Context: an optimization exercise on an open-source flow, tuned for small area, a short achievable clock period and few clock cycles per item. The choices shown serve that exercise and are no tape-out recipe.
Only simulation tests tie the RTL to the original design; equivalence was not proved.
Power figures rest on the tool's default switching activity, not on a simulated workload.

==> flow/design.v <==
package rsa_pkg;
    localparam int DEF_WIDTH = 32;
    localparam int DEF_LIMBS = 4;
    localparam int MAX_OPW = 4096;
    typedef enum logic [1:0] {
        ST_IDLE,
        ST_ISSUE,
        ST_DRAIN,
        ST_DONE
    } state_t;
    function automatic logic [MAX_OPW-1:0] limb_sel(
        input logic [MAX_OPW-1:0] vec,
        input logic [31:0]        idx,
        input logic [31:0]        width
    );
        limb_sel = vec >> (idx * width);
    endfunction
endpackage
module mp_mul_retire_pipe #(
    parameter int TW = 3
) (
    input  logic          clk_i,
    input  logic          rst_i,
    input  logic          in_vld_i,
    input  logic [TW-1:0] in_tag_i,
    output logic          out_vld_o,
    output logic [TW-1:0] out_tag_o
);
    logic [1:0]    vld_q;
    logic [TW-1:0] tag0_q;
    logic [TW-1:0] tag1_q;
    always_ff @(posedge clk_i) begin
        if (rst_i) begin
            vld_q  <= '0;
            tag0_q <= '0;
            tag1_q <= '0;
        end else begin
            vld_q  <= {vld_q[0], in_vld_i};
            tag0_q <= in_tag_i;
            tag1_q <= tag0_q;
        end
    end
    assign out_vld_o = vld_q[1];
    assign out_tag_o = tag1_q;
endmodule
module mp_mul_sched #(
    parameter int WIDTH = rsa_pkg::DEF_WIDTH,
    parameter int LIMBS = rsa_pkg::DEF_LIMBS
) (
    input  logic                     clk,
    input  logic                     rst,
    input  logic                     start,
    input  logic [LIMBS*WIDTH-1:0]   op_a,
    input  logic [LIMBS*WIDTH-1:0]   op_b,
    output logic                     busy,
    output logic                     done,
    output logic [2*LIMBS*WIDTH-1:0] result,
    output logic [WIDTH-1:0]         mul_a,
    output logic [WIDTH-1:0]         mul_b,
    input  logic [WIDTH-1:0]         mul_lo,
    input  logic [WIDTH-1:0]         mul_hi
);
    localparam int OPW   = LIMBS * WIDTH;
    localparam int NPAIR = LIMBS * LIMBS;
    localparam int FIRST = 4;                  
    localparam int LAST  = NPAIR + FIRST - 1;  
    localparam int CW    = $clog2(LAST + 2);
    logic                     busy_q, done_q;
    logic [CW-1:0]            cnt_q;
    logic                     acc_q, col0_q, row0_q, row0_n;
    logic [OPW-1:0]           ar_q;
    logic [OPW-1:0]           b_q;
    logic [(LIMBS-1)*WIDTH-1:0] fifo_q;
    logic [WIDTH-1:0]         cy_q;
    logic [WIDTH:0]           u_q;
    logic [WIDTH-1:0]         h_q;
    logic                     load;
    logic [WIDTH-1:0]         pop_n, ua, cin, push, hi, h1, h2, h2t, hs0, hs1;
    logic [WIDTH:0]           u_n, lsum;
    function automatic logic [WIDTH:0] pp_add(input logic [WIDTH-1:0] a,
                                              input logic [WIDTH-1:0] b);
        logic [WIDTH-1:0] g, p, gn, pn;
        g = a & b;
        p = a ^ b;
        for (int d = 1; d < WIDTH; d = d * 2) begin
            gn = g;
            pn = p;
            for (int i = d; i < WIDTH; i++) begin
                gn[i] = g[i] | (p[i] & g[i-d]);
                pn[i] = p[i] & p[i-d];
            end
            g = gn;
            p = pn;
        end
        pp_add = {g[WIDTH-1], (a ^ b) ^ {g[WIDTH-2:0], 1'b0}};
    endfunction
    function automatic logic [WIDTH-1:0] pp_inc(input logic [WIDTH-1:0] a);
        logic [WIDTH-1:0] c, cn;
        c = {a[WIDTH-2:0], 1'b1};
        for (int d = 1; d < WIDTH; d = d * 2) begin
            cn = c;
            for (int i = d; i < WIDTH; i++) cn[i] = c[i] & c[i-d];
            c = cn;
        end
        pp_inc = a ^ c;
    endfunction
    always_ff @(posedge clk) begin
        if (rst) begin
            busy_q <= 1'b0;
            done_q <= 1'b0;
            cnt_q  <= '0;
            acc_q  <= 1'b0;
            col0_q <= 1'b0;
            row0_q <= 1'b0;
        end else if (start && !busy_q) begin
            busy_q <= 1'b1;
            done_q <= 1'b0;
            cnt_q  <= CW'(1);
            acc_q  <= 1'b0;
            col0_q <= 1'b0;
            row0_q <= 1'b0;
        end else if (busy_q) begin
            cnt_q  <= cnt_q + CW'(1);
            acc_q  <= (cnt_q >= CW'(FIRST - 1)) && (cnt_q != CW'(LAST));
            col0_q <= ((cnt_q + CW'(1) - CW'(FIRST)) % LIMBS) == 0;
            row0_q <= row0_n;
            if (cnt_q == CW'(LAST)) begin
                busy_q <= 1'b0;
                done_q <= 1'b1;
            end
        end else begin
            done_q <= 1'b0;
            acc_q  <= 1'b0;
        end
    end
    assign load   = start && !busy_q;
    assign row0_n = (cnt_q >= CW'(FIRST - 1)) && (cnt_q < CW'(FIRST - 1 + LIMBS));
    always_comb begin
        pop_n = row0_n ? '0 : fifo_q[2*WIDTH-1:WIDTH];
        u_n   = pp_add(mul_lo, pop_n);
        ua    = col0_q ? '0 : u_q[WIDTH-1:0];
        cin   = (col0_q && row0_q) ? '0 : cy_q;
        lsum  = pp_add(ua, cin);
        push  = lsum[WIDTH-1:0];
        h1    = pp_inc(h_q);
        h2t   = pp_inc({1'b0, h_q[WIDTH-1:1]});
        h2    = {h2t[WIDTH-2:0], h_q[0]};
        hs0   = u_q[WIDTH] ? h1 : h_q;
        hs1   = u_q[WIDTH] ? h2 : h1;
        hi    = lsum[WIDTH] ? hs1 : hs0;
    end
    always_ff @(posedge clk) begin
        u_q <= u_n;
        h_q <= mul_hi;
        if (!busy_q) b_q <= op_b;
        else         b_q <= {b_q[WIDTH-1:0], b_q[OPW-1:WIDTH]};
        if (!busy_q) begin
            if (start) ar_q <= op_a;
        end else if (acc_q && col0_q) begin
            ar_q <= {u_q[WIDTH-1:0], ar_q[OPW-1:WIDTH]};
        end
        if (acc_q) begin
            fifo_q <= {push, fifo_q[(LIMBS-1)*WIDTH-1:WIDTH]};
            cy_q   <= hi;
        end
    end
    assign busy   = busy_q;
    assign done   = done_q;
    assign result = {cy_q, fifo_q, ar_q};
    assign mul_a  = ar_q[WIDTH-1:0];
    assign mul_b  = b_q[WIDTH-1:0];
endmodule
clock: 7.0 ns
lec_check: 0
abc_clock_period_in_ps: 2500
cap_margin: 20
core_margin: 2
core_utilization: 55
setup_slack_margin: 4.2
slew_margin: 20
standard.sh (not shown) runs the stock make flow with config.mk's settings and CLKGATE_MAP_FILE= SYNTH_SCRIPT=/design/flow/synth_recipe.tcl, a recipe that flattens the netlist after the stock synthesis.
==> flow/flow/run.sh <==
#!/bin/bash
# Standard layout, with every port buffered by the smallest buffer cell.
set -euo pipefail
bash standard.sh 'BUFFER_PORTS_ARGS=-buffer_cell sky130_fd_sc_hd__buf_1' finish > layout.log 2>&1
Testbench counts at the start, summed over its fixed seeds: cycles 19,200, items 960.
==> next run, changes <==
--- a/flow/config.mk
+++ b/flow/config.mk
@@ -7,3 +7,3 @@
 export LEC_CHECK = 0
-export ABC_CLOCK_PERIOD_IN_PS = 2500
+export ABC_CLOCK_PERIOD_IN_PS = 2000
 export CAP_MARGIN = 20
@@ -11,3 +11,3 @@
 export CORE_UTILIZATION = 55
-export SETUP_SLACK_MARGIN = 4.2
+export SETUP_SLACK_MARGIN = 4.6
 export SLEW_MARGIN = 20
What happened: Total power came out higher by a few percent. Synthesized cell count is unchanged. Setup slack degrades by 65 ps. Count of clock-buffer cells in the layout came out lower by 9.

-- afterwards: timing with drivers on the ports --
How much do the figures lean on ideal ports? The routed layouts below were timed once more, with nothing changed but the port constraints.
Step 1 (the two cells are an assumption about what drives the block):
set clk [get_ports {clk}]
set_driving_cell -lib_cell sky130_fd_sc_hd__clkbuf_16 $clk
set_driving_cell -lib_cell sky130_fd_sc_hd__buf_2 [delete_from_list [all_inputs] $clk]
Step 2 also shifts input and output timing later by t, the mid clock arrival at the registers, as if the neighbouring blocks saw the same clock.
Slacks: ideal ports / drivers / drivers and shift; pairs: ideal ports / drivers.
run	shift t [ns]	setup WS [ns]	hold WS [ns]	clock arrival spread, ns
the first run	0.627	3.590 / 3.590 / 3.272	0.443 / 0.443 / 0.443	0.025 / 0.025
the second run	0.632	3.525 / 3.525 / 3.166	0.440 / 0.440 / 0.440	0.020 / 0.020
After both steps every run listed still meets setup and hold. For the second run, which loses most, drivers alone change the setup slack by 0.000 ns; drivers and shift together by -0.359 ns.
